From an optimization exercise on the open Yosys and OpenROAD flow, aimed at small area, a short achievable clock period and few clock cycles per item; shortcuts taken in it are not production practice. At most, simulation tests tie the RTL to the original design; equivalence was not proved. Power figures rest on the tool's default switching activity, not on a simulated workload.

## oak
==> flow/design.v <==
`default_nettype none
package pipe_pkg;
    typedef logic [4:0] reg_addr_t;
    typedef logic [31:0] word_t;
    typedef logic [31:0] inst_addr_t;
    typedef logic [31:0] data_addr_t;
    typedef enum logic [3:0] {
        ADD = 4'd0,
        SUB = 4'd1,
        AND = 4'd2,
        OR  = 4'd3,
        XOR = 4'd4,
        SLT = 4'd5,
        SLL = 4'd6,
        SRL = 4'd7,
        BEQ = 4'd8,
        BNE = 4'd9,
        LW  = 4'd10,
        SW  = 4'd11,
        NOP = 4'd12
    } cmd_t;
    typedef struct packed {
        cmd_t       cmd;
        inst_addr_t pc;
        word_t      rs1;
        word_t      rs2;
        word_t      imm;
        reg_addr_t  rd;
    } issue_t;
    typedef struct packed {
        cmd_t       cmdtype;
        reg_addr_t  rsd_addr;
        word_t      rsd_data;
        logic       write_rsd;
        logic       branch;
        inst_addr_t branch_address;
        data_addr_t mem_addr;
        logic       mem_read;
    } ex_mem_t;
    typedef struct packed {
        reg_addr_t rd;
        word_t     data;
    } wb_t;
    typedef logic [5:0] stall_t;
    localparam int STALL_EX  = 3;
    localparam int STALL_MEM = 4;
endpackage
`default_nettype wire
`timescale 1ns/1ps
`default_nettype none
module ex_mem_top #(
    parameter int DMEM_WORDS = 16
) (
    input  logic        clk_in,
    input  logic        reset,
    input  logic        rdy_in,
    input  logic [3:0]  issue_cmd,
    input  logic [31:0] issue_pc,
    input  logic [31:0] issue_rs1,
    input  logic [31:0] issue_rs2,
    input  logic [31:0] issue_imm,
    input  logic [4:0]  issue_rd,
    input  logic        issue_strobe,
    output logic        ex_busy,
    output logic [4:0]  wb_rd,
    output logic [31:0] wb_data,
    output logic        wb_strobe,
    output logic        branch_taken,
    output logic [31:0] branch_target
);
    localparam logic [3:0] C_ADD = 4'd0;
    localparam logic [3:0] C_SUB = 4'd1;
    localparam logic [3:0] C_AND = 4'd2;
    localparam logic [3:0] C_OR  = 4'd3;
    localparam logic [3:0] C_XOR = 4'd4;
    localparam logic [3:0] C_SLT = 4'd5;
    localparam logic [3:0] C_SLL = 4'd6;
    localparam logic [3:0] C_SRL = 4'd7;
    localparam logic [3:0] C_BEQ = 4'd8;
    localparam logic [3:0] C_BNE = 4'd9;
    localparam logic [3:0] C_LW  = 4'd10;
    localparam logic [3:0] C_SW  = 4'd11;
    assign ex_busy = !rdy_in;
    logic accept;
    assign accept = issue_strobe && rdy_in;
    logic        d_br, d_sll, d_shift, d_inv, d_sw, d_wb, d_taken;
    logic [31:0] d_rs1, d_a, d_b;
    logic [5:0]  d_addr;
    always_comb begin
        d_br    = (issue_cmd == C_BEQ) || (issue_cmd == C_BNE);
        d_sll   = (issue_cmd == C_SLL);
        d_shift = (issue_cmd == C_SLL) || (issue_cmd == C_SRL);
        d_inv   = (issue_cmd == C_SUB) || (issue_cmd == C_SLT);
        d_sw    = (issue_cmd == C_SW);
        d_wb    = (issue_cmd <= C_SRL) || (issue_cmd == C_LW);
        d_taken = ((issue_rs1 == issue_rs2) == (issue_cmd == C_BEQ)) && d_br;
        d_addr  = issue_rs1[5:0] + issue_imm[5:0];
        for (int i = 0; i < 32; i++) d_rs1[i] = d_sll ? issue_rs1[31-i] : issue_rs1[i];
        if (d_shift && issue_rs2[4]) d_rs1 = {16'd0, d_rs1[31:16]};
        d_a = d_br ? issue_pc : (d_sw ? 32'd0 : d_rs1);
        d_b = d_br ? issue_imm : (d_inv ? ~issue_rs2 : issue_rs2);
    end
    logic        s_wb, s_br, s_sw;
    logic [31:0] s_a, s_p;
    logic        s_cin, s_g0, s_and, s_xor;
    logic        s_sum, s_slt, s_srl, s_sll;
    logic [15:0] s_sel;
    logic [3:0]  s_sh;
    logic [4:0]  s_rd;
    always_ff @(posedge clk_in) begin
        if (reset) begin
            s_wb <= 1'b0;
            s_br <= 1'b0;
            s_sw <= 1'b0;
        end else begin
            s_wb <= accept && d_wb;
            s_br <= accept && d_taken;
            s_sw <= accept && d_sw;
        end
    end
    always_ff @(posedge clk_in) begin
        s_a   <= d_a;
        s_p   <= d_a ^ d_b;
        s_cin <= d_inv;
        s_g0  <= (d_a[0] ^ d_b[0]) ? d_inv : d_a[0];
        s_and <= (issue_cmd == C_AND) || (issue_cmd == C_OR);
        s_xor <= (issue_cmd == C_XOR) || (issue_cmd == C_OR);
        s_sum <= (issue_cmd == C_ADD) || (issue_cmd == C_SUB) || d_br;
        s_slt <= (issue_cmd == C_SLT);
        s_srl <= (issue_cmd == C_SRL);
        s_sll <= d_sll;
        for (int w = 0; w < 16; w++)
            s_sel[w] <= (d_addr[5:2] == 4'(w)) && ((issue_cmd == C_LW) || d_sw);
        s_sh  <= issue_rs2[3:0];
        s_rd  <= issue_rd;
    end
    logic [31:0] dmem [DMEM_WORDS];
    logic [31:0] gn, pg, pp, ng, np, sum, lg, sh, sh_rev, rdata, result;
    logic        lt;
    int          j;
    always_comb begin
        gn = s_a & ~s_p;
        pg = gn;
        pp = s_p;
        pg[0] = s_g0;
        for (int l = 0; l < 5; l++) begin
            ng = pg;
            np = pp;
            for (int i = 0; i < 32; i++) begin
                if ((i >> l) & 1) begin
                    j = ((i >> l) << l) - 1;
                    ng[i] = pg[i] | (pp[i] & pg[j]);
                    np[i] = pp[i] & pp[j];
                end
            end
            pg = ng;
            pp = np;
        end
        sum = s_p ^ {pg[30:0], s_cin};
        lg  = ({32{s_and}} & gn) | ({32{s_xor}} & s_p);
        lt  = s_p[31] ? !pg[30] : s_a[31];
        sh  = s_a >> s_sh;
        for (int i = 0; i < 32; i++) sh_rev[i] = sh[31-i];
        rdata = '0;
        for (int w = 0; w < 16; w++) rdata = rdata | ({32{s_sel[w]}} & dmem[w]);
        result = ({32{s_sum}} & sum) | lg | {31'd0, s_slt & lt} |
                 ({32{s_srl}} & sh) | ({32{s_sll}} & sh_rev) |
                 rdata;
    end
    always_ff @(posedge clk_in) begin
        for (int w = 0; w < 16; w++) begin
            if (s_sw && s_sel[w]) dmem[w] <= s_p;
        end
    end
    logic        pend_wb, pend_br;
    logic [31:0] res;
    logic [4:0]  res_rd;
    always_ff @(posedge clk_in) begin
        if (reset) begin
            wb_strobe    <= 1'b0;
            branch_taken <= 1'b0;
            pend_wb      <= 1'b0;
            pend_br      <= 1'b0;
        end else begin
            wb_strobe    <= rdy_in && (s_wb || pend_wb);
            branch_taken <= rdy_in && (s_br || pend_br);
            pend_wb      <= !rdy_in && (s_wb || pend_wb);
            pend_br      <= !rdy_in && (s_br || pend_br);
        end
    end
    always_ff @(posedge clk_in) begin
        if (s_wb || s_br) begin
            res    <= result;
            res_rd <= s_rd;
        end
    end
    assign wb_data       = res;
    assign branch_target = res;
    assign wb_rd         = res_rd;
endmodule
`default_nettype wire
clock: 5.0 ns
lec_check: 0
cap_margin: 20
core_margin: 2
core_utilization: 60
cts_buf_list: sky130_fd_sc_hd__clkbuf_8
cts_cluster_diameter: 50
cts_cluster_size: 16
setup_slack_margin: 2.8
slew_margin: 20
tns_end_percent: 100
standard.sh (not shown) runs the stock make flow with config.mk's settings and CLKGATE_MAP_FILE= SYNTH_SCRIPT=/design/flow/synth_recipe.tcl, a recipe that flattens the netlist after the stock synthesis.
==> flow/flow/run.sh <==
#!/bin/bash
# Standard ORFS layout (the standard.sh, unchanged synthesis), with two
# make settings: the port buffers start as buf_1 (the resizer may still
# upsize them), and clock tree synthesis inserts no dummy loads.
set -euo pipefail
bash standard.sh \
  BUFFER_PORTS_ARGS="-buffer_cell sky130_fd_sc_hd__buf_1" \
  CTS_ARGS="-sink_clustering_enable -repair_clock_nets -sink_clustering_size 16 -sink_clustering_max_diameter 50 -buf_list sky130_fd_sc_hd__clkbuf_8 -dont_use_dummy_load" \
  MATCH_CELL_FOOTPRINT=0 \
  finish > standard_make.log 2>&1
Testbench counts of oak, summed over its fixed seeds: cycles 16,016, ops 16,000.
Here is what was changed in the inputs of pine compared with oak.
diff --git a/flow/design.v b/flow/design.v
--- a/flow/design.v
+++ b/flow/design.v
@@ -98,8 +98,8 @@
         for (int i = 0; i < 32; i++) d_rs1[i] = d_sll ? issue_rs1[31-i] : issue_rs1[i];
         if (d_shift && issue_rs2[4]) d_rs1 = {16'd0, d_rs1[31:16]};
-        d_a = d_br ? issue_pc : (d_sw ? 32'd0 : d_rs1);
+        d_a = d_br ? issue_pc : d_rs1;
         d_b = d_br ? issue_imm : (d_inv ? ~issue_rs2 : issue_rs2);
     end
-    logic        s_wb, s_br, s_sw;
+    logic        s_wb, s_br;
     logic [31:0] s_a, s_p;
     logic        s_cin, s_g0, s_and, s_xor;
@@ -112,9 +112,7 @@
             s_wb <= 1'b0;
             s_br <= 1'b0;
-            s_sw <= 1'b0;
         end else begin
             s_wb <= accept && d_wb;
             s_br <= accept && d_taken;
-            s_sw <= accept && d_sw;
         end
     end
@@ -131,5 +129,5 @@
         s_sll <= d_sll;
         for (int w = 0; w < 16; w++)
-            s_sel[w] <= (d_addr[5:2] == 4'(w)) && ((issue_cmd == C_LW) || d_sw);
+            s_sel[w] <= (d_addr[5:2] == 4'(w)) && (issue_cmd == C_LW);
         s_sh  <= issue_rs2[3:0];
         s_rd  <= issue_rd;
@@ -170,5 +168,5 @@
     always_ff @(posedge clk_in) begin
         for (int w = 0; w < 16; w++) begin
-            if (s_sw && s_sel[w]) dmem[w] <= s_p;
+            if (accept && !reset && d_sw && d_addr[5:2] == 4'(w)) dmem[w] <= issue_rs2;
         end
     end
- Going from oak to pine, the peak fanout along the critical path was found to have gone up by 5.
- pine vs. oak: clock period minus final worst setup slack went up by 0.46 ns.
- Sequential cell count: oak vs pine, no meaningful difference
- pine vs. oak: power density over the cells went down by 8.6%.
- pine and oak ended up with roughly the same count of placed standard cells including taps.
- Looking at total power consumption of the routed design across pine and oak, the one that comes out higher is oak.
- oak -> pine: total placed instance area flat
- Compared with oak, total met3 wirelength after detailed routing in pine increased by more than a quarter.
- The type of the setup path with the least slack comes out input pin to register in one run and register to output port in the other, namely in pine and oak respectively.
- In the flow results for pine and oak, the critical path depth is larger on pine.
- Class of the most critical hold timing path: input pin to register -> oak, register to register -> pine
Function not checked in pine: the RTL went through the layout flow alone.

## re-timing with driven ports
Ports are ideal in the flow. The routed layouts listed here were re-timed in OpenROAD. Step 1, drivers: a clkbuf_16 drives clk_in and a buf_2 each remaining input, both assumed. Step 2 also shifts input and output timing later by t, the mid clock arrival at the registers, as if the neighbouring blocks saw the same clock. a / b / c = no drivers / after step 1 / after step 2; a / b = the first two.
run | shift t [ns] | setup slack, ns | hold WS [ns] | worst slew at a driven data input, ns | cell pins on the clock port's net
oak | 0.719 | 2.628 / 2.570 / 2.155 | 0.397 / 0.366 / 0.412 | 0.07 | 1
pine | 0.740 | 2.171 / 2.171 / 1.431 | 0.412 / 0.402 / 0.412 | 0.08 | 1
After both steps setup and hold are still met in every run listed. For pine, which loses most, drivers alone change the setup slack by 0.000 ns; drivers and shift together by -0.740 ns.
